This design comes from an exercise in tuning for a short achievable clock period and few clock cycles on the open sky130 flow, not from production work. Where RTL was checked, it was by simulation tests only, not by an equivalence proof against the original. The RTL of runs 2 and 3 was laid out without a check of its function. The flow treats the clock pin as an ideal source, which a real chip does not have. Power is estimated from default activity; no workload was simulated.

[design.v]
`timescale 1ns/1ps
package rv_isa_pkg;
	typedef enum logic [6:0] {
		OPC_OP     = 7'b0110011,  
		OPC_OP_IMM = 7'b0010011,  
		OPC_LUI    = 7'b0110111,
		OPC_LOAD   = 7'b0000011,
		OPC_STORE  = 7'b0100011,
		OPC_BRANCH = 7'b1100011,
		OPC_JAL    = 7'b1101111
	} opcode_e;
	typedef enum logic [2:0] {
		F3_ADD_BEQ_SB = 3'b000,
		F3_BNE_SH     = 3'b001,
		F3_SLT_SW     = 3'b010,
		F3_XOR        = 3'b100,
		F3_OR         = 3'b110,
		F3_AND        = 3'b111
	} funct3_e;
	typedef struct packed {
		logic [6:0] funct7;
		logic [4:0] rs2;
		logic [4:0] rs1;
		funct3_e    funct3;
		logic [4:0] rd;
		opcode_e    opcode;
	} r_fmt_t;
	typedef struct packed {
		logic [11:0] imm;
		logic [4:0]  rs1;
		funct3_e     funct3;
		logic [4:0]  rd;
		opcode_e     opcode;
	} i_fmt_t;
	typedef struct packed {
		logic [6:0] imm_hi;
		logic [4:0] rs2;
		logic [4:0] rs1;
		funct3_e    funct3;
		logic [4:0] imm_lo;
		opcode_e    opcode;
	} s_fmt_t;
	typedef struct packed {
		logic       imm_12;
		logic [5:0] imm_10_5;
		logic [4:0] rs2;
		logic [4:0] rs1;
		funct3_e    funct3;
		logic [3:0] imm_4_1;
		logic       imm_11;
		opcode_e    opcode;
	} b_fmt_t;
	typedef struct packed {
		logic [19:0] imm;
		logic [4:0]  rd;
		opcode_e     opcode;
	} u_fmt_t;
	typedef struct packed {
		logic       imm_20;
		logic [9:0] imm_10_1;
		logic       imm_11;
		logic [7:0] imm_19_12;
		logic [4:0] rd;
		opcode_e    opcode;
	} j_fmt_t;
	typedef union packed {
		r_fmt_t r_fmt;
		i_fmt_t i_fmt;
		s_fmt_t s_fmt;
		b_fmt_t b_fmt;
		u_fmt_t u_fmt;
		j_fmt_t j_fmt;
	} instr_u;
endpackage
`timescale 1ns/1ps
package cpu_ctrl_pkg;
	typedef enum logic [3:0] {
		S_IDLE,
		S_FETCH_SETUP,
		S_FETCH_ACCESS,
		S_DECODE,
		S_EXECUTE,
		S_MEM_SETUP,
		S_MEM_ACCESS,
		S_WRITEBACK,
		S_HALT
	} cpu_state_e;
	typedef enum logic [2:0] {
		ALU_ADD,
		ALU_SUB,
		ALU_AND,
		ALU_OR,
		ALU_XOR,
		ALU_SLT  
	} alu_op_e;
	typedef enum logic [1:0] {
		WB_ALU,
		WB_MEM,
		WB_PC4,
		WB_IMM
	} wb_sel_e;
endpackage
`timescale 1ns/1ps
module ks_pg32 (
	input  logic [31:0] p,
	input  logic [31:0] g,
	input  logic        cin,
	output logic [31:0] s
);
	logic [31:0] gl [0:5];
	logic [31:0] pl [0:5];
	assign gl[0] = g;
	assign pl[0] = p;
	for (genvar l = 0; l < 5; l++) begin : lvl
		localparam int D = 1 << l;
		for (genvar i = 0; i < 32; i++) begin : bitl
			if (i < D) begin : pass
				c_inv u_g (.a(gl[l][i]), .y(gl[l + 1][i]));
				assign pl[l + 1][i] = 1'b0;  
			end else begin : comb
				if (l % 2 == 0) begin : t
					c_a21oi u_g (.a1(pl[l][i]), .a2(gl[l][i - D]), .b1(gl[l][i]), .y(gl[l + 1][i]));
					if (i >= 2 * D) begin : pp
						c_nand2 u_p (.a(pl[l][i]), .b(pl[l][i - D]), .y(pl[l + 1][i]));
					end else begin : np
						assign pl[l + 1][i] = 1'b0;  
					end
				end else begin : n
					c_o21ai u_g (.a1(pl[l][i]), .a2(gl[l][i - D]), .b1(gl[l][i]), .y(gl[l + 1][i]));
					if (i >= 2 * D) begin : pp
						c_nor2 u_p (.a(pl[l][i]), .b(pl[l][i - D]), .y(pl[l + 1][i]));
					end else begin : np
						assign pl[l + 1][i] = 1'b0;  
					end
				end
			end
		end
	end
	c_xor2 u_s0 (.a(p[0]), .b(cin), .y(s[0]));
	for (genvar i = 1; i < 32; i++) begin : sm
		c_xnor2 u_s (.a(p[i]), .b(gl[5][i - 1]), .y(s[i]));
	end
endmodule
module ks_add32 (
	input  logic [31:0] a,
	input  logic [31:0] b,
	output logic [31:0] s
);
	logic [31:0] p, g;
	for (genvar i = 0; i < 32; i++) begin : pg
		c_xor2 u_p (.a(a[i]), .b(b[i]), .y(p[i]));
		c_and2 u_g (.a(a[i]), .b(b[i]), .y(g[i]));
	end
	ks_pg32 u_ks (.p(p), .g(g), .cin(1'b0), .s(s));
endmodule
module inc4_32 (
	input  logic [31:0] a,
	output logic [31:0] s
);
	logic [29:0] al [0:5];
	assign al[0] = a[31:2];
	for (genvar l = 0; l < 5; l++) begin : lvl
		localparam int D = 1 << l;
		for (genvar i = 0; i < 30; i++) begin : bitl
			if (i < D) begin : pass
				c_inv u_a (.a(al[l][i]), .y(al[l + 1][i]));
			end else if (l % 2 == 0) begin : t
				c_nand2 u_a (.a(al[l][i]), .b(al[l][i - D]), .y(al[l + 1][i]));
			end else begin : n
				c_nor2 u_a (.a(al[l][i]), .b(al[l][i - D]), .y(al[l + 1][i]));
			end
		end
	end
	assign s[1:0] = a[1:0];
	c_inv u_s0 (.a(a[2]), .y(s[2]));
	for (genvar i = 1; i < 30; i++) begin : sm
		c_xnor2 u_s (.a(a[i + 2]), .b(al[5][i - 1]), .y(s[i + 2]));
	end
endmodule
module ks_pg32c (
	input  logic [31:0] p,
	input  logic [31:0] g,
	input  logic        cin,
	output logic [31:0] s
);
	logic [31:0] gl [0:5];
	logic [31:0] pl [0:5];
	assign gl[0] = g;
	assign pl[0] = p;
	for (genvar l = 0; l < 5; l++) begin : lvl
		localparam int D = 1 << l;
		for (genvar i = 0; i < 32; i++) begin : bitl
			if (i < D) begin : pass
				c_inv u_g (.a(gl[l][i]), .y(gl[l + 1][i]));
				c_inv u_p (.a(pl[l][i]), .y(pl[l + 1][i]));
			end else if (l % 2 == 0) begin : t
				c_a21oi u_g (.a1(pl[l][i]), .a2(gl[l][i - D]), .b1(gl[l][i]), .y(gl[l + 1][i]));
				c_nand2 u_p (.a(pl[l][i]), .b(pl[l][i - D]), .y(pl[l + 1][i]));
			end else begin : n
				c_o21ai u_g (.a1(pl[l][i]), .a2(gl[l][i - D]), .b1(gl[l][i]), .y(gl[l + 1][i]));
				c_nor2  u_p (.a(pl[l][i]), .b(pl[l][i - D]), .y(pl[l + 1][i]));
			end
		end
	end
	logic        cin_n;
	logic [31:0] c;
	c_inv u_ci (.a(cin), .y(cin_n));
	assign c[0] = cin;
	for (genvar i = 1; i < 32; i++) begin : cy
		c_o21ai u_c (.a1(pl[5][i - 1]), .a2(cin_n), .b1(gl[5][i - 1]), .y(c[i]));
	end
	for (genvar i = 0; i < 32; i++) begin : sm
		c_xor2 u_s (.a(p[i]), .b(c[i]), .y(s[i]));
	end
endmodule
`timescale 1ns/1ps
module rf_read (
	input  logic [31:1][31:0] rf,
	input  logic [4:0]        idx,
	input  logic [31:1]       fwd_m,   
	input  logic [4:0]        fwd_rd,  
	input  logic              fwd_en,  
	input  logic [31:0]       fwd_v,
	output logic [31:0]       v
);
	logic [3:0][31:0] ohg;
	logic [3:0]       fselg;
	for (genvar d = 0; d < 4; d++) begin : dg
		rf_dec u_dec (.idx(idx), .fwd_m(fwd_m), .fwd_rd(fwd_rd), .fwd_en(fwd_en), .oh(ohg[d]),
			.fsel(fselg[d]));
	end
	for (genvar b = 0; b < 32; b++) begin : bitr
		logic [31:0] oh;
		logic        fsel;
		assign oh   = ohg[b / 8];
		assign fsel = fselg[b / 8];
		logic [15:0] l1;
		logic [3:0]  l2;
		logic [1:0]  l3;
		c_a22oi u_p0 (.a1(rf[1][b]), .a2(oh[1]), .b1(fwd_v[b]), .b2(fsel), .y(l1[0]));
		for (genvar k = 1; k < 16; k++) begin : pr
			c_a22oi u_p (.a1(rf[2 * k][b]), .a2(oh[2 * k]), .b1(rf[2 * k + 1][b]),
				.b2(oh[2 * k + 1]), .y(l1[k]));
		end
		for (genvar k = 0; k < 4; k++) begin : q
			c_nand4 u_q (.a(l1[4 * k]), .b(l1[4 * k + 1]), .c(l1[4 * k + 2]), .d(l1[4 * k + 3]),
				.y(l2[k]));
		end
		c_nor2  u_h0 (.a(l2[0]), .b(l2[1]), .y(l3[0]));
		c_nor2  u_h1 (.a(l2[2]), .b(l2[3]), .y(l3[1]));
		c_nand2 u_o  (.a(l3[0]), .b(l3[1]), .y(v[b]));
	end
endmodule
module rf_dec (
	input  logic [4:0]  idx,
	input  logic [31:1] fwd_m,
	input  logic [4:0]  fwd_rd,
	input  logic        fwd_en,
	output logic [31:0] oh,
	output logic        fsel
);
	logic [4:0] idx_n;
	logic [7:0] lo_n;
	logic [3:0] hi_n;
	for (genvar i = 0; i < 5; i++) begin : iv
		c_inv u_i (.a(idx[i]), .y(idx_n[i]));
	end
	for (genvar k = 0; k < 8; k++) begin : lo
		c_nand3 u_l (.a(k[0] ? idx[0] : idx_n[0]), .b(k[1] ? idx[1] : idx_n[1]),
			.c(k[2] ? idx[2] : idx_n[2]), .y(lo_n[k]));
	end
	for (genvar h = 0; h < 4; h++) begin : hi
		c_nand2 u_h (.a(h[0] ? idx[3] : idx_n[3]), .b(h[1] ? idx[4] : idx_n[4]), .y(hi_n[h]));
	end
	assign oh[0] = 1'b0;
	for (genvar r = 1; r < 32; r++) begin : ln
		c_nor3 u_o (.a(hi_n[r >> 3]), .b(lo_n[r & 7]), .c(fwd_m[r]), .y(oh[r]));
	end
	logic [4:0] eqb;
	logic [1:0] fn;
	for (genvar i = 0; i < 5; i++) begin : eq
		c_xnor2 u_e (.a(idx[i]), .b(fwd_rd[i]), .y(eqb[i]));
	end
	c_nand3 u_f0 (.a(eqb[0]), .b(eqb[1]), .c(eqb[2]), .y(fn[0]));
	c_nand3 u_f1 (.a(eqb[3]), .b(eqb[4]), .c(fwd_en), .y(fn[1]));
	c_nor2  u_f2 (.a(fn[0]), .b(fn[1]), .y(fsel));
endmodule
`timescale 1ns/1ps
module c_inv (input logic a, output logic y);
	assign y = ~a;
endmodule
module c_nand2 (input logic a, b, output logic y);
	assign y = ~(a & b);
endmodule
module c_nor2 (input logic a, b, output logic y);
	assign y = ~(a | b);
endmodule
module c_nand4 (input logic a, b, c, d, output logic y);
	assign y = ~(a & b & c & d);
endmodule
module c_xor2 (input logic a, b, output logic y);
	assign y = a ^ b;
endmodule
module c_xnor2 (input logic a, b, output logic y);
	assign y = ~(a ^ b);
endmodule
module c_a22oi (input logic a1, a2, b1, b2, output logic y);
	assign y = ~((a1 & a2) | (b1 & b2));
endmodule
module c_a21oi (input logic a1, a2, b1, output logic y);
	assign y = ~((a1 & a2) | b1);
endmodule
module c_o21ai (input logic a1, a2, b1, output logic y);
	assign y = ~((a1 | a2) & b1);
endmodule
module c_a21o (input logic a1, a2, b1, output logic y);
	assign y = (a1 & a2) | b1;
endmodule
module c_and2 (input logic a, b, output logic y);
	assign y = a & b;
endmodule
module c_a222oi (input logic a1, a2, b1, b2, c1, c2, output logic y);
	assign y = ~((a1 & a2) | (b1 & b2) | (c1 & c2));
endmodule
module c_nand3 (input logic a, b, c, output logic y);
	assign y = ~(a & b & c);
endmodule
module c_nor3 (input logic a, b, c, output logic y);
	assign y = ~(a | b | c);
endmodule
module c_mux2 (input logic a0, a1, s, output logic y);
	assign y = s ? a1 : a0;
endmodule
`timescale 1ns/1ps
`timescale 1ns/1ps
module cpu (
	input  logic                       APB_PCLK,
	input  logic                       APB_PRESETn,
	output logic [32-1:0] paddr,
	output logic [32-1:0] pwdata,
	input  logic [32-1:0] prdata,
	output logic                       psel,
	output logic                       penable,
	output logic                       pwrite,
	output logic [3:0]                 pstrb,
	input  logic                       pready,
	output logic                       halted,
	output logic [32-1:0] pc
);
	logic s_idle, s_fs, s_fa, s_bb, s_bm, s_ms, s_ma, s_halt;
	logic psel_q, penable_q, pwrite_q;
	logic [31:0] iw;
	logic [6:0]  opc;
	logic [2:0]  f3;
	logic        d_op, d_opi, d_lui, d_ld, d_st, d_br, d_jal, d_mem, d_halt;
	assign iw   = prdata;
	assign opc  = iw[6:0];
	assign f3   = iw[14:12];
	assign d_op   = opc[4] & ~opc[2] & opc[5];
	assign d_opi  = opc[4] & ~opc[2] & ~opc[5];
	assign d_lui  = opc[4] & opc[2];
	assign d_ld   = ~opc[4] & ~opc[6] & ~opc[5];
	assign d_st   = ~opc[4] & ~opc[6] & opc[5];
	assign d_br   = ~opc[4] & opc[6] & ~opc[2];
	assign d_jal  = ~opc[4] & opc[6] & opc[2];
	assign d_mem  = ~opc[4] & ~opc[6];
	assign d_halt = (iw == 32'h0000_0000);
	logic fa_done, ma_done;
	assign fa_done = s_fa & pready;
	assign ma_done = s_ma & pready;
	logic [31:1][31:0] rf;
	logic [31:1]       rd1h_q;
	logic [31:0]       res_q;
	logic              pend_q;
	logic [4:0]        rdb_q;
	logic [31:1]       fwd_m;
	logic              fwd_en;
	assign fwd_m  = rd1h_q & {31{pend_q}};
	assign fwd_en = pend_q & (rdb_q != 5'd0);
	always_ff @(posedge APB_PCLK) begin
		for (int r = 1; r < 32; r++) begin
			if (pend_q & rd1h_q[r]) rf[r] <= res_q;
		end
	end
	logic [31:0] rs1_val, rs2_val;
	rf_read u_rd1 (.rf(rf), .idx(iw[19:15]), .fwd_m(fwd_m), .fwd_rd(rdb_q), .fwd_en(fwd_en),
		.fwd_v(res_q), .v(rs1_val));
	rf_read u_rd2 (.rf(rf), .idx(iw[24:20]), .fwd_m(fwd_m), .fwd_rd(rdb_q), .fwd_en(fwd_en),
		.fwd_v(res_q), .v(rs2_val));
	logic [31:0] imm_i, imm_s, imm_u, imm_b, imm_j;
	assign imm_i = {{20{iw[31]}}, iw[31:20]};
	assign imm_s = {{20{iw[31]}}, iw[31:25], iw[11:7]};
	assign imm_u = {iw[31:12], 12'b0};
	assign imm_b = {{19{iw[31]}}, iw[31], iw[7], iw[30:25], iw[11:8], 1'b0};
	assign imm_j = {{11{iw[31]}}, iw[31], iw[19:12], iw[20], iw[30:21], 1'b0};
	logic [31:0] pc_q;
	logic [31:0] pc_plus4;
	inc4_32 u_padd (.a(pc_q), .s(pc_plus4));
	logic [31:0] tgt_j;
	ks_add32 u_jadd (.a(pc_q), .b(imm_j), .s(tgt_j));
	logic        inv, use_rs2, s_a, s_b, s_c;
	logic [31:0] b_imm, bimm_x, b_pass;
	logic [31:0] rs2_n;
	assign inv     = (d_op & f3 == 3'b000 & iw[30]) | ((d_op | d_opi) & f3 == 3'b010);
	assign use_rs2 = d_op | d_br;
	assign b_imm   = d_st ? imm_s : imm_i;
	assign bimm_x  = b_imm ^ {32{inv}};
	assign s_a     = use_rs2 & ~inv;
	assign s_b     = use_rs2 & inv;
	assign s_c     = ~use_rs2;
	logic [31:0] bb_u1, bb_u2, bb;
	for (genvar i = 0; i < 32; i++) begin : bbm
		c_inv    u_r2 (.a(rs2_val[i]), .y(rs2_n[i]));
		c_a22oi  u_u1 (.a1(rs2_val[i]), .a2(s_a), .b1(rs2_n[i]), .b2(s_b), .y(bb_u1[i]));
		c_nand2  u_u2 (.a(bimm_x[i]), .b(s_c), .y(bb_u2[i]));
		c_nand2  u_bb (.a(bb_u1[i]), .b(bb_u2[i]), .y(bb[i]));
	end
	assign b_pass = d_lui ? imm_u : pc_plus4;
	logic [31:0] a_q, bb_q, b_q, s_q, imm_q;
	logic        cin_q;
	logic        sel_sum_q, sel_slt_q, sel_xor_q, sel_or_q, sel_and_q, sel_b_q;
	logic        bne_q;
	logic [1:0]  sz_q;
	always_ff @(posedge APB_PCLK) begin
		a_q   <= rs1_val;
		bb_q  <= bb;
		b_q   <= b_pass;
		s_q   <= rs2_val;
		imm_q <= imm_b;
		cin_q <= inv;
		sel_sum_q <= (d_op | d_opi) & f3 == 3'b000;
		sel_slt_q <= (d_op | d_opi) & f3 == 3'b010;
		sel_xor_q <= (d_op | d_opi) & f3 == 3'b100;
		sel_or_q  <= (d_op | d_opi) & f3 == 3'b110;
		sel_and_q <= (d_op | d_opi) & f3 == 3'b111;
		sel_b_q   <= d_lui | d_jal;
		bne_q <= f3[0];
		sz_q  <= f3[1:0];
	end
	logic ld_q;
	logic [31:0] pc4_q;
	always_ff @(posedge APB_PCLK) begin
		if (fa_done) begin
			ld_q   <= d_ld;
			pc4_q  <= pc_plus4;
			rdb_q  <= iw[11:7];
			for (int r = 1; r < 32; r++) rd1h_q[r] <= (iw[11:7] == 5'(r));
		end
	end
	logic [31:0] sum, p_q, g_q;
	for (genvar i = 0; i < 32; i++) begin : pg
		c_xor2 u_p (.a(a_q[i]), .b(bb_q[i]), .y(p_q[i]));
		c_and2 u_g (.a(a_q[i]), .b(bb_q[i]), .y(g_q[i]));
	end
	ks_pg32c u_add (.p(p_q), .g(g_q), .cin(cin_q), .s(sum));
	logic        take;
	logic [31:0] tgt;
	assign take = (p_q == 32'd0) ^ bne_q;
	ks_add32 u_tadd (.a(pc_q), .b(imm_q), .s(tgt));
	logic [3:0]  strb_c;
	logic [31:0] wdat_c;
	always_comb begin
		case (sz_q)
			2'b00:   strb_c = 4'b0001 << sum[1:0];
			2'b01:   strb_c = sum[1] ? 4'b1100 : 4'b0011;
			default: strb_c = 4'b1111;
		endcase
		case (sz_q)
			2'b00:   wdat_c = {4{s_q[7:0]}};
			2'b01:   wdat_c = {2{s_q[15:0]}};
			default: wdat_c = s_q;
		endcase
	end
	logic [31:0] paddr_q;
	logic [3:0]  strb_q;
	logic [31:0] wdat_q;
	logic        direct;
	logic        jump;
	assign direct = fa_done & ~d_halt & ~d_br & ~d_jal & ~d_mem;
	assign jump   = fa_done & ~d_halt & d_jal;
	logic        a_dir, a_jmp, a_tgt, a_pc4, a_sum, a_hold_p, a_hold_a;
	logic [31:0] pc_nxt, paddr_nxt;
	assign a_dir    = APB_PRESETn & direct;
	assign a_jmp    = APB_PRESETn & jump;
	assign a_tgt    = APB_PRESETn & s_bb & take;
	assign a_pc4    = APB_PRESETn & ((s_bb & ~take) | ma_done);
	assign a_sum    = APB_PRESETn & s_bm;
	assign a_hold_p = APB_PRESETn & ~(direct | jump | s_bb | ma_done);
	assign a_hold_a = APB_PRESETn & ~(direct | jump | s_bb | s_bm | ma_done);
	for (genvar i = 0; i < 32; i++) begin : pcn
		logic n1, n2, n3, n4, m1, m3;
		c_a22oi u_n1 (.a1(tgt[i]), .a2(a_tgt), .b1(pc4_q[i]), .b2(a_pc4), .y(n1));
		c_a22oi u_n2 (.a1(pc_plus4[i]), .a2(a_dir), .b1(sum[i]), .b2(a_sum), .y(n2));
		c_nand2 u_n3 (.a(paddr_q[i]), .b(a_hold_a), .y(n3));
		c_nand2 u_n4 (.a(tgt_j[i]), .b(a_jmp), .y(n4));
		c_nand4 u_a  (.a(n1), .b(n2), .c(n3), .d(n4), .y(paddr_nxt[i]));
		c_nand2 u_m1 (.a(pc_plus4[i]), .b(a_dir), .y(m1));
		c_nand2 u_m3 (.a(pc_q[i]), .b(a_hold_p), .y(m3));
		c_nand4 u_p  (.a(n1), .b(m1), .c(m3), .d(n4), .y(pc_nxt[i]));
	end
	always_ff @(posedge APB_PCLK) begin
		pc_q    <= pc_nxt;
		paddr_q <= paddr_nxt;
	end
	logic [35:0] sw_nxt;
	for (genvar i = 0; i < 36; i++) begin : swm
		c_mux2 u_m (.a0(i < 32 ? wdat_q[i % 32] : strb_q[i % 4]), .a1(i < 32 ? wdat_c[i % 32] : strb_c[i % 4]),
			.s(s_bm), .y(sw_nxt[i]));
	end
	always_ff @(posedge APB_PCLK) begin
		wdat_q <= sw_nxt[31:0];
		strb_q <= sw_nxt[35:32];
	end
	logic [31:0] raw_q;
	logic [31:0] res_e, res_o;
	logic        go_alu_q, go_ld_q;
	logic        k_sum, k1, k2n, res0_n;
	assign res_e = ({32{sel_xor_q}} & p_q) |
		({32{sel_or_q}} & (p_q | g_q)) |
		({32{sel_and_q}} & g_q) |
		({32{sel_b_q}} & b_q);
	assign res_o = ({32{go_alu_q}} & res_e) | ({32{go_ld_q}} & raw_q) |
		({32{~(go_alu_q | go_ld_q)}} & res_q);
	assign k_sum = go_alu_q & sel_sum_q;
	assign k1    = go_alu_q & sel_slt_q & p_q[31];
	assign k2n   = ~((go_alu_q & sel_slt_q & ~p_q[31] & g_q[31]) | res_o[0]);
	logic [31:0] res_nxt;
	c_a22oi u_r0a (.a1(sum[0]), .a2(k_sum), .b1(sum[31]), .b2(k1), .y(res0_n));
	c_nand2 u_r0b (.a(res0_n), .b(k2n), .y(res_nxt[0]));
	for (genvar i = 1; i < 32; i++) begin : rs
		c_a21o u_r (.a1(sum[i]), .a2(k_sum), .b1(res_o[i]), .y(res_nxt[i]));
	end
	always_ff @(posedge APB_PCLK) begin
		raw_q <= prdata;
	end
	always_ff @(posedge APB_PCLK) begin
		res_q <= res_nxt;
	end
	logic n_fs, n_fa, n_bb, n_bm, n_ms, n_ma;
	assign n_fs = s_idle | direct | jump | s_bb | ma_done;
	assign n_fa = s_fs | (s_fa & ~pready);
	assign n_bb = fa_done & ~d_halt & d_br;
	assign n_bm = fa_done & ~d_halt & d_mem;
	assign n_ms = s_bm;
	assign n_ma = s_ms | (s_ma & ~pready);
	always_ff @(posedge APB_PCLK) begin
		if (!APB_PRESETn) begin
			s_idle    <= 1'b1;
			s_fs      <= 1'b0;
			s_fa      <= 1'b0;
			s_bb      <= 1'b0;
			s_bm      <= 1'b0;
			s_ms      <= 1'b0;
			s_ma      <= 1'b0;
			s_halt    <= 1'b0;
			psel_q    <= 1'b0;
			penable_q <= 1'b0;
			pwrite_q  <= 1'b0;
			go_alu_q  <= 1'b0;
			go_ld_q   <= 1'b0;
			pend_q    <= 1'b0;
		end else begin
			s_idle    <= 1'b0;
			s_fs      <= n_fs;
			s_fa      <= n_fa;
			s_bb      <= n_bb;
			s_bm      <= n_bm;
			s_ms      <= n_ms;
			s_ma      <= n_ma;
			s_halt    <= s_halt | (fa_done & d_halt);
			psel_q    <= n_fs | n_fa | n_ms | n_ma;
			penable_q <= n_fa | n_ma;
			pwrite_q  <= fa_done ? (d_st & ~d_halt) : ma_done ? 1'b0 : pwrite_q;
			go_alu_q  <= fa_done & ~d_halt & (d_op | d_opi | d_lui | d_jal);
			go_ld_q   <= ma_done & ld_q;
			pend_q    <= go_alu_q | go_ld_q;
		end
	end
	assign psel    = psel_q;
	assign penable = penable_q;
	assign pwrite  = pwrite_q;
	assign halted  = s_halt;
	assign pc      = pc_q;
	assign pstrb   = strb_q;
	assign paddr   = paddr_q;
	assign pwdata  = wdat_q;
endmodule
[flow/run.sh]
#!/bin/bash
# The standard ORFS layout with two changes to the timing repair: gate resizing may change
# a cell's footprint (the sky130hd platform otherwise limits it to same-footprint swaps),
# and after clock tree synthesis extra repair passes run (flow/post_cts.tcl). The
# synthesis step is the standard one, unchanged.
set -euo pipefail
bash standard.sh synth > synth.log 2>&1
bash standard.sh MATCH_CELL_FOOTPRINT=0 POST_CTS_TCL="$PWD/flow/post_cts.tcl" finish > layout.log 2>&1
[flow/post_cts.tcl]
# Extra setup repair after the standard post-CTS repair, then legalize again
estimate_parasitics -placement
repair_timing -setup -setup_margin $::env(SETUP_SLACK_MARGIN) -repair_tns 100 \
  -max_passes 1000 -verbose
estimate_parasitics -placement
repair_timing -setup -setup_margin $::env(SETUP_SLACK_MARGIN) -repair_tns 100 \
  -sequence "sizeup,swap,buffer" -max_passes 1000 -verbose
detailed_placement
check_placement -verbose
estimate_parasitics -placement
report_worst_slack -max
[standard.sh]
#!/bin/bash
# synth_recipe.tcl (not shown) runs the flow's synth.tcl, then flattens the netlist and writes it again
# the make line also repeats each setting of config.mk as NAME=value (left out here)
make -C /OpenROAD-flow-scripts/flow DESIGN_CONFIG=/design/flow/config.mk WORK_HOME=/design/flow/orfs CLKGATE_MAP_FILE= SYNTH_SCRIPT=/design/flow/synth_recipe.tcl "${@:-finish}"
[config.mk]
export PLATFORM = sky130hd
export DESIGN_NAME = cpu
export DESIGN_NICKNAME = cpu
export VERILOG_FILES = /design/flow/design.v
export SDC_FILE = /design/flow/constraint.sdc
export NUM_CORES = 4
export LEC_CHECK = 0
export CAP_MARGIN = 30
export CORE_MARGIN = 2
export CORE_UTILIZATION = 55
export SETUP_SLACK_MARGIN = 4.3
export SLEW_MARGIN = 30
export SYNTH_HIERARCHICAL = 1
export SYNTH_MINIMUM_KEEP_SIZE = 0
[constraint.sdc]
create_clock -name core_clock -period 7.0 [get_ports {APB_PCLK}]
set_input_delay 1.4000 -clock core_clock [delete_from_list [all_inputs] [get_ports {APB_PCLK}]]
set_output_delay 1.4000 -clock core_clock [all_outputs]
set_load 0.01 [all_outputs]
==> reports/results.txt, run 1 <==
Sw Ratio: 28.11%
Int Power: 0.01485 W
fmax: 325.4 MHz
Wirelength per Cell: 36.38 um
clock skew: 29.41 ps
RSZ-0062 raised after global routing: true
dpl cell area: 74780 um^2
vias in the first global route: 54.48k
initial antenna violation count: 28
row cnt: 131
nets: 6464
Via density: 7.114
TritonCTS clock tree: built
design area: 92390 um^2
I/O pin cnt: 139
Clock Power Share: 39.7%
synthesized area per cell: 12.87 um^2
pwr dens: 223.6 nW/um^2
Max-Cap Viols: 0
CP required: 7620 ps
First DRT Iteration DRCs: 9282
insertion delay to the later sink of the worst-skew pair: 810 ps
HPWL Detailed: 187400 um
sequential power share: 45.1%
total routed wirelength: 299100 um
Setup TNS Final: 0 ps
peak supply drop: 0.2659 mV
port bufs: 138
CP Class: in2reg
DR pass1 iterations: 8
final period utilization: 43.91%
clock sinks: 1374
Max FO, Critical Path: 15
Tmin final: 3073 ps
GRT Total Usage: 42.97%
final setup violation count: 0
CP Capture Type: flop
synthesized area: 70300 um^2
worst rel slew slack: 35.59%
die extent in y: 361.5 um
Die W: 361.5 um
worst-margin pin slew: 959.3 ps
total power: 0.02066 W
Die ar.: 130700 um^2
register clock-pin slew on the reported worst setup and hold paths: 60 ps
NetSw: 0.005807 W
worst hold path type: reg2reg
core footprint: 127200 um^2
Final ANT Viol Nets: 0
data arrival time of the worst path: 3690 ps
routability congestion estimate: 1.033
via count: 58.50k
Lkg Pwr: 29.95 nW
first-pass GRT wire length: 400700 um
Layout area overhead: 31.42%
max-slew violations: 0
CP Launch Type: input pin
largest net degree at the start of global routing: 41
Initial Util: 55.27%
logic gate share of total power: 15.2%
layout cells sized above 1: 50.07%
Synth Instances: 5462
DRC: 0
Syn. warnings: 20
fill count: 8199
GRT overflow: 0
Final Hold Viols: 0
status: timing/DRC/antenna clean
-- power groups by stage --
stage | Clock, W | Combinational (W) | Sequential, W
after global placement | 0 | 0.00235 | 0.00944
after global routing | 0.00852 | 0.00319 | 0.00932
after detailed placement | 0 | 0.00237 | 0.00945
final | 0.00821 | 0.00314 | 0.00932
after floorplan | 0 | 0.00120 | 0.00949
-- final timing paths --
path	startpoint	endpoint	slack, ps	cells past startpoint
worst min register to register	s_idle	s_fs	470	2
worst max register to register	pend_q	bb_q[22]	4050	11
worst min-delay path	s_idle	s_fs	470	2
worst max-delay path	prdata[17]	a_q[21]	3930	10
-- routing by layer --
| metal | global-route usage (%) | part of all wire, % |
|---|---|---|
| met2 | 61.53 | 42 |
| met5 | 0.9989 | 0.087 |
| met4 | 22.63 | 7.3 |
| met3 | 15.26 | 15 |
| met1 | 57.24 | 36 |
-- sequential cells by signal, indices dropped and copies added, names as in the netlist, 32 cells and up --
| signal | count |
|---|---|
| rf | 992 |
| a_q | 32 |
| b_q | 32 |
| bb_q | 32 |
| paddr_q | 32 |
| pc4_q | 32 |
| pc_q | 32 |
| res_q | 32 |
| s_q | 32 |
| wdat_q | 32 |
-- cell type report --
type	count	area, um^2	share of cell area (%)
flip-flops and latches	1374	38390	41.55
multi-input cells	3824	35860	38.81
repair buffers	841	10010	10.83
clock buffers	202	4333	4.690
well taps	1662	2079	2.251
inverters	238	953.4	1.032
clock inverters	69	738.2	0.7990
diodes	12	30.03	0.03250
repair inverters	1	7.507	0.008125
-- layout by cell type (no fill, tap or decap), drive strengths merged, types with 12 or more instances in the layout --
cell type	n
a21o	35
a21oi	225
a222oi	32
a22oi	1153
and2	155
buf	774
clkbuf	260
clkinv	41
clkinvlp	26
dfxtp	313
diode	12
edfxtp	1061
inv	230
mux2	71
mux2i	13
nand2	549
nand3	83
nand4	323
nor2	376
nor3	255
nor4	15
o21ai	230
xnor2	136
xor2	136
-- stage by stage --
stage / std cells / hold WS (ps) / utilization, % / worst slack [ps]
final: 8223 / 467.8 / 72.64 / 3927
after global routing: 8218 / 488.6 / 72.63 / 4004
after detailed placement: 7343 / 460.8 / 58.80 / 2236
after global placement: 7337 / 442.3 / 58.65 / 2273
after floorplan: 5465 / 427.1 / - / 3347
-- worst max-delay path: stages --
cell and delay, ps:
buf_12 210, buf_16 240, clkinvlp_4 260, nand3_4 220
buf_4 150, nor3_4 70, a22oi_2 270, nand4_1 150
nor2_1 490, nand2_1 180
Testbench counts, summed over its fixed seeds: cycles 54,967.
==> run 2, diff against run 1 <==
--- a/design.v
+++ b/design.v
@@ -219,5 +219,5 @@
 	input  logic [4:0]        idx,
-	input  logic [31:1]       fwd_m,   
-	input  logic [4:0]        fwd_rd,  
-	input  logic              fwd_en,  
+	input  logic [31:1]       fwd_m,
+	input  logic [4:0]        fwd_rd,
+	input  logic              fwd_en,
 	input  logic [31:0]       fwd_v,
@@ -225,41 +225,42 @@
 );
-	logic [3:0][31:0] ohg;
-	logic [3:0]       fselg;
+	logic [7:0] lo_n;
+	logic [3:0] hi_n;
+	logic       fsel;
+	rf_pre u_pre (.idx(idx), .fwd_rd(fwd_rd), .fwd_en(fwd_en), .lo_n(lo_n), .hi_n(hi_n),
+		.fsel(fsel));
 	for (genvar d = 0; d < 4; d++) begin : dg
-		rf_dec u_dec (.idx(idx), .fwd_m(fwd_m), .fwd_rd(fwd_rd), .fwd_en(fwd_en), .oh(ohg[d]),
-			.fsel(fselg[d]));
-	end
-	for (genvar b = 0; b < 32; b++) begin : bitr
 		logic [31:0] oh;
-		logic        fsel;
-		assign oh   = ohg[b / 8];
-		assign fsel = fselg[b / 8];
-		logic [15:0] l1;
-		logic [3:0]  l2;
-		logic [1:0]  l3;
-		c_a22oi u_p0 (.a1(rf[1][b]), .a2(oh[1]), .b1(fwd_v[b]), .b2(fsel), .y(l1[0]));
-		for (genvar k = 1; k < 16; k++) begin : pr
-			c_a22oi u_p (.a1(rf[2 * k][b]), .a2(oh[2 * k]), .b1(rf[2 * k + 1][b]),
-				.b2(oh[2 * k + 1]), .y(l1[k]));
+		assign oh[0] = 1'b0;
+		for (genvar r = 1; r < 32; r++) begin : ln
+			c_nor3 u_o (.a(hi_n[r >> 3]), .b(lo_n[r & 7]), .c(fwd_m[r]), .y(oh[r]));
 		end
-		for (genvar k = 0; k < 4; k++) begin : q
-			c_nand4 u_q (.a(l1[4 * k]), .b(l1[4 * k + 1]), .c(l1[4 * k + 2]), .d(l1[4 * k + 3]),
-				.y(l2[k]));
+		for (genvar bb = 0; bb < 8; bb++) begin : bitr
+			localparam int B = 8 * d + bb;
+			logic [15:0] l1;
+			logic [3:0]  l2;
+			logic [1:0]  l3;
+			c_a22oi u_p0 (.a1(rf[1][B]), .a2(oh[1]), .b1(fwd_v[B]), .b2(fsel), .y(l1[0]));
+			for (genvar k = 1; k < 16; k++) begin : pr
+				c_a22oi u_p (.a1(rf[2 * k][B]), .a2(oh[2 * k]), .b1(rf[2 * k + 1][B]),
+					.b2(oh[2 * k + 1]), .y(l1[k]));
+			end
+			for (genvar k = 0; k < 4; k++) begin : q
+				c_nand4 u_q (.a(l1[4 * k]), .b(l1[4 * k + 1]), .c(l1[4 * k + 2]),
+					.d(l1[4 * k + 3]), .y(l2[k]));
+			end
+			c_nor2  u_h0 (.a(l2[0]), .b(l2[1]), .y(l3[0]));
+			c_nor2  u_h1 (.a(l2[2]), .b(l2[3]), .y(l3[1]));
+			c_nand2 u_o  (.a(l3[0]), .b(l3[1]), .y(v[B]));
 		end
-		c_nor2  u_h0 (.a(l2[0]), .b(l2[1]), .y(l3[0]));
-		c_nor2  u_h1 (.a(l2[2]), .b(l2[3]), .y(l3[1]));
-		c_nand2 u_o  (.a(l3[0]), .b(l3[1]), .y(v[b]));
 	end
 endmodule
-module rf_dec (
-	input  logic [4:0]  idx,
-	input  logic [31:1] fwd_m,
-	input  logic [4:0]  fwd_rd,
-	input  logic        fwd_en,
-	output logic [31:0] oh,
-	output logic        fsel
+module rf_pre (
+	input  logic [4:0] idx,
+	input  logic [4:0] fwd_rd,
+	input  logic       fwd_en,
+	output logic [7:0] lo_n,
+	output logic [3:0] hi_n,
+	output logic       fsel
 );
 	logic [4:0] idx_n;
-	logic [7:0] lo_n;
-	logic [3:0] hi_n;
 	for (genvar i = 0; i < 5; i++) begin : iv
@@ -274,6 +275,2 @@
 	end
-	assign oh[0] = 1'b0;
-	for (genvar r = 1; r < 32; r++) begin : ln
-		c_nor3 u_o (.a(hi_n[r >> 3]), .b(lo_n[r & 7]), .c(fwd_m[r]), .y(oh[r]));
-	end
 	logic [4:0] eqb;
==> run.sh (new file) <==
#!/bin/bash
# synth_recipe.tcl (not shown) runs the flow's synth.tcl, then flattens the netlist and writes it again
# the make line also repeats each setting of config.mk as NAME=value (left out here)
make -C /OpenROAD-flow-scripts/flow DESIGN_CONFIG=/design/flow/config.mk WORK_HOME=/design/flow/orfs CLKGATE_MAP_FILE= SYNTH_SCRIPT=/design/flow/synth_recipe.tcl finish
removed: flow/run.sh
removed: flow/post_cts.tcl
removed: standard.sh
==> run 2 against run 1 <==
  * Still clean
  * Via count decreased by 4.2%
  * Combinational power decreased by 5%
  * Worst setup slack improved by 170 ps
  * Final area decreased by 3.0%
  * Register-to-register slack improved by 90 ps
  * Power decreased by 0.60%
  * Fmax increased by 5.8%
  * Clock skew increased by 5.0 ps
  * Synthesized area decreased by 1.1%
  * Sequential share of layout area increased by 1.3 points
  * Clock power decreased by 0.7%
  * Global-route usage increased by 0.69 points
  * Highest routed layer unchanged
==> reports/results.txt, run 2 <==
status: timing/DRC/antenna clean
critical path's top delay family: buffers and inverters
TritonCTS clock tree: built
Initial Util: 55.36%
GRT overflow: 0
worst hold path type: reg2reg
largest net degree at the start of global routing: 41
synthesized area per cell: 13.09 um^2
First DRT Iteration DRCs: 8269
final period utilization: 41.50%
Die ar.: 129300 um^2
pwr dens: 229.0 nW/um^2
vias in the first global route: 53.27k
Die W: 359.5 um
first-pass GRT wire length: 401700 um
Synth Instances: 5312
footprint of the multi-input gates: 34780 um^2
most common cell after layout, fill and taps aside: a22oi_2
Tmin final: 2905 ps
DRC: 0
CP required: 7700 ps
met2 usage: 64.59%
max FFs per register: 992
Via density: 7.038
Final ANT Viol Nets: 0
Setup TNS Final: 0 ps
HPWL Detailed: 183200 um
core footprint: 125600 um^2
total routed wirelength: 291900 um
final setup violation count: 0
peak supply drop: 0.2921 mV
nets: 6224
layout cells sized above 1: 50.03%
total area of sequential cells: 38410 um^2
Worst path slowest cell: nor2_4
DR pass1 iterations: 8
via count: 56.03k
Max FO, Critical Path: 11
initial antenna violation count: 7
GRT Total Usage: 43.66%
Clock Tree Buf Depth: 3
fill count: 8523
clock sinks: 1374
Critical Path Max Stage Delay: 280 ps
worst-margin pin slew: 1174 ps
I/O pin cnt: 139
critical path, cell by cell: buf_6 -> buf_12 -> clkinvlp_4 -> buf_6 -> nand3_4 -> buf_12 -> buf_4 -> nor3_4 -> buf_4 -> a22oi_2 -> nand4_1 -> nor2_4 -> nand2_4 -> a22oi_2 -> nand2_1
Buf/Inv on CP: 7
Wirelength per Cell: 36.66 um
Worst R2R Path Depth: 13
Syn. warnings: 20
CP Class: in2reg
total power: 0.02054 W
synthesized area: 69520 um^2
port bufs: 138
clock skew: 34.38 ps
register clock-pin slew on the reported worst setup and hold paths: 60 ps
data arrival time of the worst path: 3600 ps
Reg-to-Reg Start: rdb_q[1]
Reg with most FFs: rf
CP Capture Type: flop
worst reg-to-reg setup slack: 4140 ps
Worst R2R End: bb_q[5]
Hold WS: 473.2 ps
CP Launch Type: input pin
most frequent cells in the layout: a22oi_2 (1121), edfxtp_1 (1061), nand2_1 (461)
Layout area overhead: 28.99%
die extent in y: 359.5 um
fmax: 344.2 MHz
most crowded layer after global routing: met2
H-Tree Depth: 4
CP Depth: 15
Lkg Pwr: 29.14 nW
max-slew violations: 0
Max-Cap Viols: 0
insertion delay to the later sink of the worst-skew pair: 820 ps
GR Util met1: 55.94%
RSZ-0062 raised after global routing: true
CTS Buf Count: 147
Final Hold Viols: 0
CP Capture Point: bb_q[5]
Root Buffer: clkbuf_16
routability congestion estimate: 1.003
Critical path origin: prdata[22]
worst rel slew slack: 19.49%
GR Layer Usage met3: 14.06%
row cnt: 130
-- run 2: tightest hold or removal path: stages (launching register included) --
cell     delay, ps
dfxtp_1        320
nor2_1          50
nor2_1          70
-- run 2: where the power goes --
| part | internal [W] | switching, W |
|---|---|---|
| registers | 0.00910 | 0.000300 |
| logic | 0.000957 | 0.00203 |
| clock network | 0.00473 | 0.00342 |
| total | 0.0148 | 0.00576 |
-- run 2: per-stage QoR --
stage | utilization (%) | setup WS [ps] | instance area [um^2] | cells
2_1_floorplan | - | 3347 | 70210 | 5315
3_3_place_gp | 59.26 | 1654 | 74420 | 7174
3_5_place_dp | 59.37 | 1702 | 74560 | 7175
4_1_cts | 69.24 | 4197 | 86950 | 7818
5_1_grt | 71.40 | 4062 | 89660 | 7958
6_report | 71.41 | 4095 | 89670 | 7962
-- run 2: how the worst min path moves through the flow --
| stage | startpoint | end | slack (ps) | cells past startpoint |
|---|---|---|---|---|
| final | s_idle | s_fs | 470 | 2 |
| after global placement | s_idle | s_fs | 440 | 2 |
| after detailed placement | s_idle | s_fs | 460 | 2 |
| after floorplan | s_idle | s_fs | 430 | 2 |
| after global routing | wdat_q[29] | wdat_q[29] | 490 | 1 |
| after CTS | s_idle | s_fs | 470 | 2 |
-- run 2: cell type report --
type / count / share of cell area [%]
Timing Repair Buffer: 751 / 9.546
Clock buffer: 189 / 4.580
Antenna cell: 4 / 0.01116
Multi-Input combinational cell: 3707 / 38.79
Tap cell: 1650 / 2.302
Sequential cell: 1374 / 42.83
Clock inverter: 79 / 1.020
Inverter: 208 / 0.9154
-- run 2: repair_timing --
action / in CTS / in global routing
hold buffers: 0 / 0
gates cloned: 20 / 10
gates resized for setup: 1322 / 283
endpoints found under the setup margin: 387 / 200
buffers inserted: 355 / 128
pin swaps: 277 / 158
-- run 2: per-layer routing --
layer / wire, um / vias to the layer above
met1: 106900 / 28050
met4: 22000 / 10
met3: 36940 / 918
li1: - / 22860
met5: 57 / -
met2: 126100 / 4196
==> run 3, diff against run 2 <==
--- a/config.mk
+++ b/config.mk
@@ -9,3 +9,3 @@
 export CORE_MARGIN = 2
-export CORE_UTILIZATION = 55
+export CORE_UTILIZATION = 70
 export SETUP_SLACK_MARGIN = 4.3
==> run 3 against run 2 <==
  * The flow now stops in global routing
  * Synthesized cell count unchanged
  * Synthesized area did not move
==> reports/results.txt, run 3 <==
GRT overflow: 4581
Syn. warnings: 20
H-Tree Depth: 4
Root Buffer: clkbuf_16
Die W: 319.1 um
row cnt: 115
GRT Total Usage: 97.92%
clock sinks: 1374
Stopped at: global routing
dpl cells: 6824
CTS Hold Bufs: 0
routability congestion estimate: 1.099
die extent in y: 319.1 um
I/O pin cnt: 139
HPWL Detailed: 179700 um
First Err: [ERROR GRT-0232] Routing congestion too high. Check the congestion heatmap in the GUI.
pin type at the end of the worst path: register data pin
worst_ep grt: bb_q[4]$_DFF_P_/D
Initial Util: 70.63%
status: stopped before the end
Synth Instances: 5312
largest net degree at the start of global routing: 41
CTS Buf Count: 138
Clock Tree Buf Depth: 3
port bufs: 138
synthesized area per cell: 13.09 um^2
synthesized area: 69520 um^2
## run 3: what timing repair did
action                     in CTS
setup endpoints to repair     381
pin swaps                     358
cloned                         21
resized for setup            1283
setup buffers                 527
## run 3: power by group through the flow
stage / clock, W / sequential (W) / combinational, W
floorplan: 0 / 0.00948 / 0.00120
global placement: 0 / 0.00946 / 0.00228
detailed placement: 0 / 0.00947 / 0.00232
CTS: 0.00766 / 0.00932 / 0.00271
## run 3: layer usage
layer  global-route usage, %  GRT overflow
met5                   74.09            25
met4                   104.8          1320
met3                   87.13           194
met2                   111.4          2870
met1                   92.40           172
## run 3: worst max path at each step
stage / depth (start not counted) / slack [ps] / end
2_1_floorplan: 6 / 3350 / paddr_q[0]
4_1_cts: 14 / 4250 / bb_q[19]
3_5_place_dp: 12 / 1660 / bb_q[17]
3_3_place_gp: 10 / 1730 / bb_q[8]
## run 3: stage by stage
step	instance area (um^2)	utilization, %	setup slack, ps	hold WS, ps
floorplan	70210	-	3347	427.1
global placement	74040	75.23	1725	442.2
detailed placement	74090	75.28	1663	464.4
CTS	87770	89.18	4250	475.5
==> run 4, diff against run 3 <==
--- a/design.v
+++ b/design.v
@@ -216,3 +216,5 @@
 `timescale 1ns/1ps
-module rf_read (
+module rf_read #(
+	parameter bit FUSE_B = 1'b0   
+) (
 	input  logic [31:1][31:0] rf,
@@ -223,3 +225,8 @@
 	input  logic [31:0]       fwd_v,
-	output logic [31:0]       v
+	output logic [31:0]       v,
+	input  logic              b_a,
+	input  logic              b_b,
+	input  logic              b_c,
+	input  logic [31:0]       b_i,
+	output logic [31:0]       bv
 );
@@ -253,2 +260,11 @@
 			c_nand2 u_o  (.a(l3[0]), .b(l3[1]), .y(v[B]));
+			if (FUSE_B) begin : fb
+				logic m_a, m_b, m_c;
+				c_nand2 u_ma (.a(v[B]), .b(b_a), .y(m_a));
+				c_nand3 u_mb (.a(l3[0]), .b(l3[1]), .c(b_b), .y(m_b));
+				c_nand2 u_mc (.a(b_i[B]), .b(b_c), .y(m_c));
+				c_nand3 u_bv (.a(m_a), .b(m_b), .c(m_c), .y(bv[B]));
+			end else begin : nb
+				assign bv[B] = 1'b0;
+			end
 		end
@@ -382,6 +398,9 @@
 	logic [31:0] rs1_val, rs2_val;
+	logic [31:0] bb;
+	logic        s_a, s_b, s_c;
+	logic [31:0] bimm_x;
 	rf_read u_rd1 (.rf(rf), .idx(iw[19:15]), .fwd_m(fwd_m), .fwd_rd(rdb_q), .fwd_en(fwd_en),
-		.fwd_v(res_q), .v(rs1_val));
-	rf_read u_rd2 (.rf(rf), .idx(iw[24:20]), .fwd_m(fwd_m), .fwd_rd(rdb_q), .fwd_en(fwd_en),
-		.fwd_v(res_q), .v(rs2_val));
+		.fwd_v(res_q), .v(rs1_val), .b_a(1'b0), .b_b(1'b0), .b_c(1'b0), .b_i(32'd0), .bv());
+	rf_read #(.FUSE_B(1'b1)) u_rd2 (.rf(rf), .idx(iw[24:20]), .fwd_m(fwd_m), .fwd_rd(rdb_q), .fwd_en(fwd_en),
+		.fwd_v(res_q), .v(rs2_val), .b_a(s_a), .b_b(s_b), .b_c(s_c), .b_i(bimm_x), .bv(bb));
 	logic [31:0] imm_i, imm_s, imm_u, imm_b, imm_j;
@@ -397,5 +416,4 @@
 	ks_add32 u_jadd (.a(pc_q), .b(imm_j), .s(tgt_j));
-	logic        inv, use_rs2, s_a, s_b, s_c;
-	logic [31:0] b_imm, bimm_x, b_pass;
-	logic [31:0] rs2_n;
+	logic        inv, use_rs2;
+	logic [31:0] b_imm, b_pass;
 	assign inv     = (d_op & f3 == 3'b000 & iw[30]) | ((d_op | d_opi) & f3 == 3'b010);
@@ -407,9 +425,2 @@
 	assign s_c     = ~use_rs2;
-	logic [31:0] bb_u1, bb_u2, bb;
-	for (genvar i = 0; i < 32; i++) begin : bbm
-		c_inv    u_r2 (.a(rs2_val[i]), .y(rs2_n[i]));
-		c_a22oi  u_u1 (.a1(rs2_val[i]), .a2(s_a), .b1(rs2_n[i]), .b2(s_b), .y(bb_u1[i]));
-		c_nand2  u_u2 (.a(bimm_x[i]), .b(s_c), .y(bb_u2[i]));
-		c_nand2  u_bb (.a(bb_u1[i]), .b(bb_u2[i]), .y(bb[i]));
-	end
 	assign b_pass = d_lui ? imm_u : pc_plus4;
@@ -452,2 +463,4 @@
 	ks_pg32c u_add (.p(p_q), .g(g_q), .cin(cin_q), .s(sum));
+	logic [31:0] maddr;
+	ks_add32 u_madd (.a(a_q), .b(bb_q), .s(maddr));
 	logic        take;
@@ -460,4 +473,4 @@
 		case (sz_q)
-			2'b00:   strb_c = 4'b0001 << sum[1:0];
-			2'b01:   strb_c = sum[1] ? 4'b1100 : 4'b0011;
+			2'b00:   strb_c = 4'b0001 << maddr[1:0];
+			2'b01:   strb_c = maddr[1] ? 4'b1100 : 4'b0011;
 			default: strb_c = 4'b1111;
@@ -489,3 +502,3 @@
 		c_a22oi u_n1 (.a1(tgt[i]), .a2(a_tgt), .b1(pc4_q[i]), .b2(a_pc4), .y(n1));
-		c_a22oi u_n2 (.a1(pc_plus4[i]), .a2(a_dir), .b1(sum[i]), .b2(a_sum), .y(n2));
+		c_a22oi u_n2 (.a1(pc_plus4[i]), .a2(a_dir), .b1(maddr[i]), .b2(a_sum), .y(n2));
 		c_nand2 u_n3 (.a(paddr_q[i]), .b(a_hold_a), .y(n3));
--- a/config.mk
+++ b/config.mk
@@ -9,3 +9,3 @@
 export CORE_MARGIN = 2
-export CORE_UTILIZATION = 70
+export CORE_UTILIZATION = 55
 export SETUP_SLACK_MARGIN = 4.3
==> run 4 against run 3 <==
  * Now clean on timing, DRC and antenna
  * Synthesized cell count is 6.5% higher
  * Synthesized area is 2.8% higher
==> reports/results.txt, run 4 <==
Reg-to-Reg Start: bb_q[25]
I/O pin cnt: 139
CTS Hold Bufs: 0
Worst R2R End: res_q[0]
dpl cells: 7611
status: timing/DRC/antenna clean
worst-margin pin slew: 982.4 ps
first-pass GRT wire length: 424200 um
nets: 6666
Hold WS: 473.1 ps
HPWL Detailed: 195300 um
total power: 0.02081 W
TritonCTS clock tree: built
final setup violation count: 0
metal3 WL: 41270 um
Layout area overhead: 28.75%
Initial Util: 55.31%
clock skew: 42.31 ps
vias in the first global route: 56.16k
initial antenna violation count: 15
DR WL met2: 133300 um
Worst R2R Path Depth: 10
Max-Cap Viols: 0
Lkg Pwr: 30.14 nW
worst reg-to-reg setup slack: 4130 ps
CP Launch Type: flop
data arrival time of the worst path: 3590 ps
die extent in y: 364.4 um
CP required: 7720 ps
Critical Path Max Stage Delay: 490 ps
DRC: 0
GRT Total Usage: 45.55%
synthesized area per cell: 12.63 um^2
most common cell after layout, fill and taps aside: a22oi_2
M1 WL: 110200 um
start point of the worst hold path: wdat_q[16]
Reg with most FFs: rf
H-Tree Depth: 4
max FFs per register: 992
First DRT Iteration DRCs: 9226
insertion delay to the later sink of the worst-skew pair: 820 ps
core footprint: 129200 um^2
Tmin final: 2872 ps
pwr dens: 226.2 nW/um^2
Root Buffer: clkbuf_16
row cnt: 132
Worst path slowest cell: dfxtp_1
routability congestion estimate: 1.014
largest net degree at the start of global routing: 65
port bufs: 138
CP Class: reg2reg
Synth Instances: 5657
Clock Tree Buf Depth: 3
clock sinks: 1374
DR pass1 iterations: 10
Wirelength per Cell: 36.92 um
total routed wirelength: 314000 um
GRT overflow: 0
Via density: 7.057
Setup TNS Final: 0 ps
worst hold path type: reg2reg
peak supply drop: 0.2527 mV
synthesized area: 71430 um^2
most frequent cells in the layout: a22oi_2 (1089), edfxtp_1 (1061), nand2_1 (548)
register clock-pin slew on the reported worst setup and hold paths: 60 ps
Final Non-Filler Cells: 8505
Final ANT Viol Nets: 0
fill count: 8762
fmax: 348.2 MHz
Die ar.: 132800 um^2
Critical path origin: bb_q[25]
Final Hold Viols: 0
worst rel slew slack: 34.51%
Die W: 364.4 um
final period utilization: 41.03%
max-slew violations: 0
via count: 60.02k
Syn. warnings: 20
Max FO, Critical Path: 6
CP most frequent cell: nand2_1
CP Capture Type: flop
top layer used by detailed routing: met5
layout cells sized above 1: 47.40%
CTS Buf Count: 148
CP Capture Point: res_q[0]
critical path, cell by cell: xor2_2 -> nand2_1 -> nor2_1 -> nand2_1 -> nor2_1 -> nand2_1 -> o21ai_1 -> xor2_1 -> a22oi_2 -> nand2_1
RSZ-0062 raised after global routing: true
run 4: layout make-up:
type	count	area, um^2	share of cell area [%]
clock buffers	191	3916	4.258
diodes	8	20.02	0.02177
inverters	207	819.5	0.8911
clock inverters	83	939.7	1.022
well taps	1742	2180	2.370
multi-input cells	4053	36140	39.30
repair buffers	847	9564	10.40
flip-flops and latches	1374	38390	41.74
run 4: where the power goes:
| group | switching (W) | internal [W] |
|---|---|---|
| Sequential | 0.000336 | 0.00909 |
| Combinational | 0.00231 | 0.00109 |
| Clock | 0.00346 | 0.00452 |
| Total | 0.00610 | 0.0147 |
run 4: stage by stage:
step	utilization (%)	area, um^2	setup slack, ps
floorplan	-	72340	3347
global placement	59.30	76590	1793
detailed placement	59.36	76660	1719
CTS	69.24	89430	4223
global route	71.20	91950	4186
finish	71.21	91970	4128
run 4: how the worst min path moves through the flow:
stage	to	slack, ps	depth (start not counted)
6_report	wdat_q[16]	470	1
5_1_grt	wdat_q[14]	490	1
4_1_cts	paddr_q[22]	480	2
3_5_place_dp	s_fs	470	2
3_3_place_gp	s_fs	440	2
2_1_floorplan	s_fs	430	2
run 4: timing repair:
action / in CTS / in global routing
cloned: 20 / 8
resized for setup: 1162 / 269
buffers inserted: 461 / 122
pin swaps: 216 / 114
setup endpoints to repair: 425 / 266
run 4: routing by layer:
metal,GRT usage (%),vias to the layer above
met2,66.02,4883
li1,-,24220
met1,56.68,29700
met4,34.77,20
met5,0,-
met3,14.71,1196
run 4: worst max-delay path: cells and delay by family (launching register included):
family           cells  cell delay (ps)
XOR/XNOR             2              820
AO/OA/AOI/OAI        2              330
AND/OR/NAND/NOR      6             1160
flip-flops           1              490
Testbench counts of run 4, summed over its fixed seeds: cycles 54,967.
==> run 5, diff against run 4 <==
--- a/design.v
+++ b/design.v
@@ -183,3 +183,4 @@
 	input  logic        cin,
-	output logic [31:0] s
+	output logic [31:0] s,
+	output logic [31:0] co    
 );
@@ -214,2 +215,3 @@
 	end
+	assign co = c;
 endmodule
@@ -462,3 +464,6 @@
 	end
-	ks_pg32c u_add (.p(p_q), .g(g_q), .cin(cin_q), .s(sum));
+	logic [31:0] cy;
+	logic        c31_n;
+	ks_pg32c u_add (.p(p_q), .g(g_q), .cin(cin_q), .s(sum), .co(cy));
+	c_inv u_c31 (.a(cy[31]), .y(c31_n));
 	logic [31:0] maddr;
@@ -537,3 +542,3 @@
 	logic [31:0] res_nxt;
-	c_a22oi u_r0a (.a1(sum[0]), .a2(k_sum), .b1(sum[31]), .b2(k1), .y(res0_n));
+	c_a22oi u_r0a (.a1(sum[0]), .a2(k_sum), .b1(c31_n), .b2(k1), .y(res0_n));
 	c_nand2 u_r0b (.a(res0_n), .b(k2n), .y(res_nxt[0]));
==> run 5 against run 4 <==
  * Count of clock-buffer cells in the layout stayed put
  * Worst hold slack got worse by 22 ps
  * Register-to-register slack better by 80 ps
  * Routed wire length shrank 2.4%
  * Via count fell by 1.2%
  * Core utilization down 1.0 points
  * Clock skew grew 14 ps
  * Critical endpoint is now a_q[0]
  * Largest cell class unchanged
  * Largest power group unchanged
==> reports/results.txt, run 5 <==
status: timing/DRC/antenna clean
CP Capture Type: flop
First DRT Iteration DRCs: 8960
Max-Cap Viols: 0
GR Layer Usage met3: 13.54%
data arrival time of the worst path: 3490 ps
CP Launch Type: input pin
Clock Tree Buf Depth: 3
synthesized area: 71440 um^2
CP required: 7670 ps
GRT Total Usage: 44.41%
port bufs: 138
register clock-pin slew on the reported worst setup and hold paths: 60 ps
worst hold path type: reg2reg
total routed wirelength: 306400 um
Wirelength per Cell: 36.66 um
clock skew: 55.85 ps
GR Util met1: 55.65%
Synth Instances: 5658
pwr dens: 227.8 nW/um^2
layout cells sized above 1: 46.90%
max-slew violations: 0
end of the worst hold path: s_fs
routability congestion estimate: 1.021
clock sinks: 1374
Tmin final: 2824 ps
Worst path slowest cell: nor2_2
CP Class: in2reg
Final ANT Viol Nets: 0
fill count: 8999
TritonCTS clock tree: built
Layout area overhead: 26.89%
worst reg-to-reg setup slack: 4210 ps
die extent in y: 364.4 um
design area: 90650 um^2
largest net degree at the start of global routing: 41
CTS Buf Count: 145
Setup TNS Final: 0 ps
DR pass1 iterations: 10
Worst R2R Path Depth: 12
met2 usage: 65.25%
core footprint: 129200 um^2
initial antenna violation count: 19
RSZ-0062 raised after global routing: true
I/O pin cnt: 139
Reg with most FFs: rf
hold depth: 2
max FFs per register: 992
most common cell after layout, fill and taps aside: a22oi_2
dpl cell area: 76710 um^2
GRT overflow: 0
Worst R2R End: bb_q[4]
total area of sequential cells: 38390 um^2
most crowded layer after global routing: met2
Via density: 7.092
most frequent cells in the layout: a22oi_2 (1089), edfxtp_1 (1061), nand2_1 (532)
nets: 6529
insertion delay to the later sink of the worst-skew pair: 810 ps
fmax: 354.1 MHz
Syn. warnings: 20
H-Tree Depth: 4
row cnt: 132
Critical Path Max Stage Delay: 290 ps
start point of the worst hold path: s_idle
worst rel slew slack: 30.46%
DRC: 0
synthesized area per cell: 12.63 um^2
Die W: 364.4 um
Final Hold Viols: 0
worst-margin pin slew: 1042 ps
peak supply drop: 0.2763 mV
Die ar.: 132800 um^2
Max FO, Critical Path: 8
vias in the first global route: 55.73k
total power: 0.02065 W
final setup violation count: 0
CTS Hold Bufs: 0
first-pass GRT wire length: 415800 um
Reg-to-Reg Start: pend_q
critical path, cell by cell: buf_2 -> buf_12 -> clkinvlp_4 -> buf_4 -> nand2_8 -> buf_12 -> nor3_4 -> buf_4 -> a22oi_2 -> nand4_1 -> nor2_2 -> nand2_1
Root Buffer: clkbuf_16
post-layout util: 70.19%
Initial Util: 55.31%
footprint of the multi-input gates: 36390 um^2
Lkg Pwr: 29.48 nW
via count: 59.28k
final period utilization: 40.35%
HPWL Detailed: 195000 um
## run 5: layout make-up
type / instances / share of cell area [%]
diodes: 5 / 0.01380
clock buffers: 191 / 4.322
clock inverters: 74 / 1.002
inverters: 208 / 0.9096
multi-input cells: 4051 / 40.14
flip-flops and latches: 1374 / 42.35
well taps: 1742 / 2.404
repair buffers: 714 / 8.853
## run 5: timing repair
| item | 4_1_cts | 5_1_grt |
|---|---|---|
| buffers inserted | 331 | 126 |
| endpoints found under the setup margin | 349 | 227 |
| pin swaps | 169 | 106 |
| cloned | 19 | 6 |
| endpoints found under the hold margin | 0 | 0 |
| resized for setup | 1196 | 293 |
## run 5: worst max path at each step
stage,cells past startpoint,endpoint,startpoint,slack [ps]
2_1_floorplan,6,paddr_q[0],prdata[4],3350
3_3_place_gp,10,bb_q[24],prdata[20],1640
3_5_place_dp,10,bb_q[24],prdata[20],1690
4_1_cts,2,pc[24],pc_q[24],4220
5_1_grt,2,pc[27],pc_q[27],4210
6_report,12,a_q[0],prdata[19],4180
## run 5: routing by layer
| layer | routed length (um) | part of all wire, % |
|---|---|---|
| met3 | 38950 | 13 |
| met4 | 27260 | 8.9 |
| met1 | 108100 | 35 |
| met2 | 132000 | 43 |
| met5 | 132 | 0.043 |
## run 5: critical path, delay by kind of cell
family                 cells  cell delay, ps
AOI/OAI and AO/OA          1             180
buffers and inverters      6             970
and+or+nand+nor            5             900
## run 5: report_power, final
group	total (W)	internal (W)	switching, W	leakage (nW)
logic	0.00331	0.00104	0.00227	14.6
registers	0.00942	0.00909	0.000329	12.5
clock network	0.00792	0.00454	0.00338	2.36
## run 5: per-stage QoR
step,instances,setup WS [ps],hold WS (ps)
2_1_floorplan,5661,3347,427.1
3_3_place_gp,7602,1645,443.1
3_5_place_dp,7607,1686,459.2
4_1_cts,8222,4218,449.4
5_1_grt,8355,4207,460.3
6_report,8359,4176,450.7
Testbench counts of run 5, summed over its fixed seeds: cycles 54,967.
==> run 6, diff against run 5 <==
--- a/config.mk
+++ b/config.mk
@@ -10,2 +10,3 @@
 export CORE_UTILIZATION = 55
+export GPL_ROUTABILITY_DRIVEN = 0
 export SETUP_SLACK_MARGIN = 4.3
==> run 6 against run 5 <==
  * Still clean
  * Worst setup slack worse by 48 ps
  * Via count is 0.24% lower
  * Sequential cell count stayed put
  * Critical path type unchanged
==> reports/results.txt, run 6 <==
Worst R2R Path Depth: 10
first-pass GRT wire length: 410700 um
final period utilization: 41.03%
max-slew violations: 0
Max FO, Critical Path: 8
DRC: 0
Critical Path Max Stage Delay: 330 ps
initial antenna violation count: 9
max FFs per register: 992
clock sinks: 1374
CP Launch Type: input pin
port bufs: 138
Clock Tree Buf Depth: 3
Tmin final: 2872 ps
CP Class: in2reg
die extent in y: 364.4 um
clock skew: 56.34 ps
Synth Instances: 5658
most common cell after layout, fill and taps aside: a22oi_2
Critical path origin: prdata[20]
most frequent cells in the layout: a22oi_2 (1089), edfxtp_1 (1061), nand2_1 (516)
core footprint: 129200 um^2
GRT overflow: 0
Worst R2R End: bb_q[1]
Final Hold Viols: 0
First DRT Iteration DRCs: 9010
worst rel slew slack: 28.61%
vias in the first global route: 55.08k
start point of the worst hold path: s_idle
nets: 6587
synthesized area: 71440 um^2
Reg-to-Reg Start: pend_q
DR pass1 iterations: 12
final setup violation count: 0
pwr dens: 228.2 nW/um^2
Setup TNS Final: 0 ps
register clock-pin slew on the reported worst setup and hold paths: 60 ps
Worst path slowest cell: nor2_4
fmax: 348.2 MHz
H-Tree Depth: 4
Root Buffer: clkbuf_16
insertion delay to the later sink of the worst-skew pair: 810 ps
end of the worst hold path: s_fs
Final ANT Viol Nets: 0
row cnt: 132
CTS Hold Bufs: 0
Lkg Pwr: 29.94 nW
Wirelength per Cell: 35.62 um
HPWL Detailed: 192700 um
total routed wirelength: 300000 um
RSZ-0062 raised after global routing: true
Syn. warnings: 20
peak supply drop: 0.2746 mV
CP most frequent cell: buf_12
Initial Util: 55.31%
Reg with most FFs: rf
largest net degree at the start of global routing: 41
CP Capture Type: flop
I/O pin cnt: 139
CP required: 7690 ps
worst-margin pin slew: 1063 ps
Die ar.: 132800 um^2
status: timing/DRC/antenna clean
Max-Cap Viols: 0
via count: 59.14k
CTS Buf Count: 148
GRT Total Usage: 43.78%
TritonCTS clock tree: built
worst reg-to-reg setup slack: 4200 ps
worst hold path type: reg2reg
Via density: 7.022
Die W: 364.4 um
layout cells sized above 1: 47.32%
synthesized area per cell: 12.63 um^2
total power: 0.02088 W
hold depth: 2
Layout area overhead: 28.07%
data arrival time of the worst path: 3560 ps
critical path, cell by cell: buf_16 -> clkinvlp_4 -> nand3_4 -> buf_6 -> buf_12 -> buf_12 -> nor3_4 -> buf_12 -> a22oi_2 -> nand4_1 -> nor2_4 -> nand2_2 -> nand2_1 -> nand3_1
[run 6: critical path: cells and delay by family]
kind | cells | cell delay [ps]
and+or+nand+nor | 7 | 1170
buffers and inverters | 6 | 820
AOI/OAI and AO/OA | 1 | 150
[run 6: where the power goes]
| part | internal (W) | switching, W | total (W) |
|---|---|---|---|
| logic | 0.00108 | 0.00223 | 0.00331 |
| registers | 0.00909 | 0.000369 | 0.00946 |
| clock network | 0.00472 | 0.00338 | 0.00810 |
[run 6: metrics by stage]
stage	area [um^2]	cells	util [%]	setup WS, ps	hold WS [ps]
after floorplan	72340	5661	-	3347	427.1
after global placement	76650	7618	59.35	1689	439.8
after detailed placement	76750	7619	59.42	1637	457.5
after CTS	88540	8272	68.55	4234	459.1
after global routing	91490	8421	70.84	4133	491.6
final	91490	8422	70.84	4128	459.4
[run 6: final cells by class]
cell class	instances	area, um^2
repair buffers	775	8807
diodes	4	10.01
well taps	1742	2180
flip-flops and latches	1374	38380
multi-input cells	4045	36280
clock inverters	59	603.1
fillers	8871	37660
inverters	208	824.5
clock buffers	215	4409
[run 6: what timing repair did]
item	CTS	global route
gates cloned	15	8
resized for setup	1182	293
pin swaps	213	178
buffers inserted	364	137
endpoints found under the setup margin	409	199
[run 6: worst max path at each step]
stage / endpoint / cells past startpoint
3_5_place_dp: bb_q[21] / 10
6_report: bb_q[1] / 14
2_1_floorplan: paddr_q[0] / 6
3_3_place_gp: bb_q[21] / 10
5_1_grt: paddr_q[21] / 10
4_1_cts: pc[28] / 2
[run 6: per-layer routing]
| layer | part of all wire [%] | GRT usage (%) |
|---|---|---|
| met1 | 36 | 56.10 |
| met2 | 43 | 63.81 |
| met3 | 13 | 13.30 |
| met4 | 8.4 | 29.94 |
| met5 | 0.012 | 0 |

separate check: timing with driven ports:
The results above use ideal ports. As a check the final layouts listed here were re-extracted and re-timed, cells and wires unchanged. Step 1: set_driving_cell puts a clkbuf_16 on APB_PCLK and a buf_2 on each other input, an assumption about the parent block. Step 2 also shifts input and output timing later by t, the mid clock arrival at the registers, as if the neighbouring blocks saw the same clock. a / b / c = no drivers / after step 1 / after step 2; a / b = the first two.
run | shift t [ns] | setup slack, ns | worst setup path after step 2
run 1 | 0.871 | 3.927 / 3.791 / 2.920 | input to register
run 2 | 0.887 | 4.095 / 4.093 / 3.206 | input to register
run 4 | 0.876 | 4.128 / 4.128 / 3.253 | input to register
run 5 | 0.871 | 4.176 / 4.147 / 3.327 | input to register
run 6 | 0.863 | 4.128 / 4.003 / 3.139 | input to register
After both steps setup and hold are still met in every run listed. For run 1, which loses most, drivers alone change the setup slack by -0.136 ns; drivers and shift together by -1.007 ns.
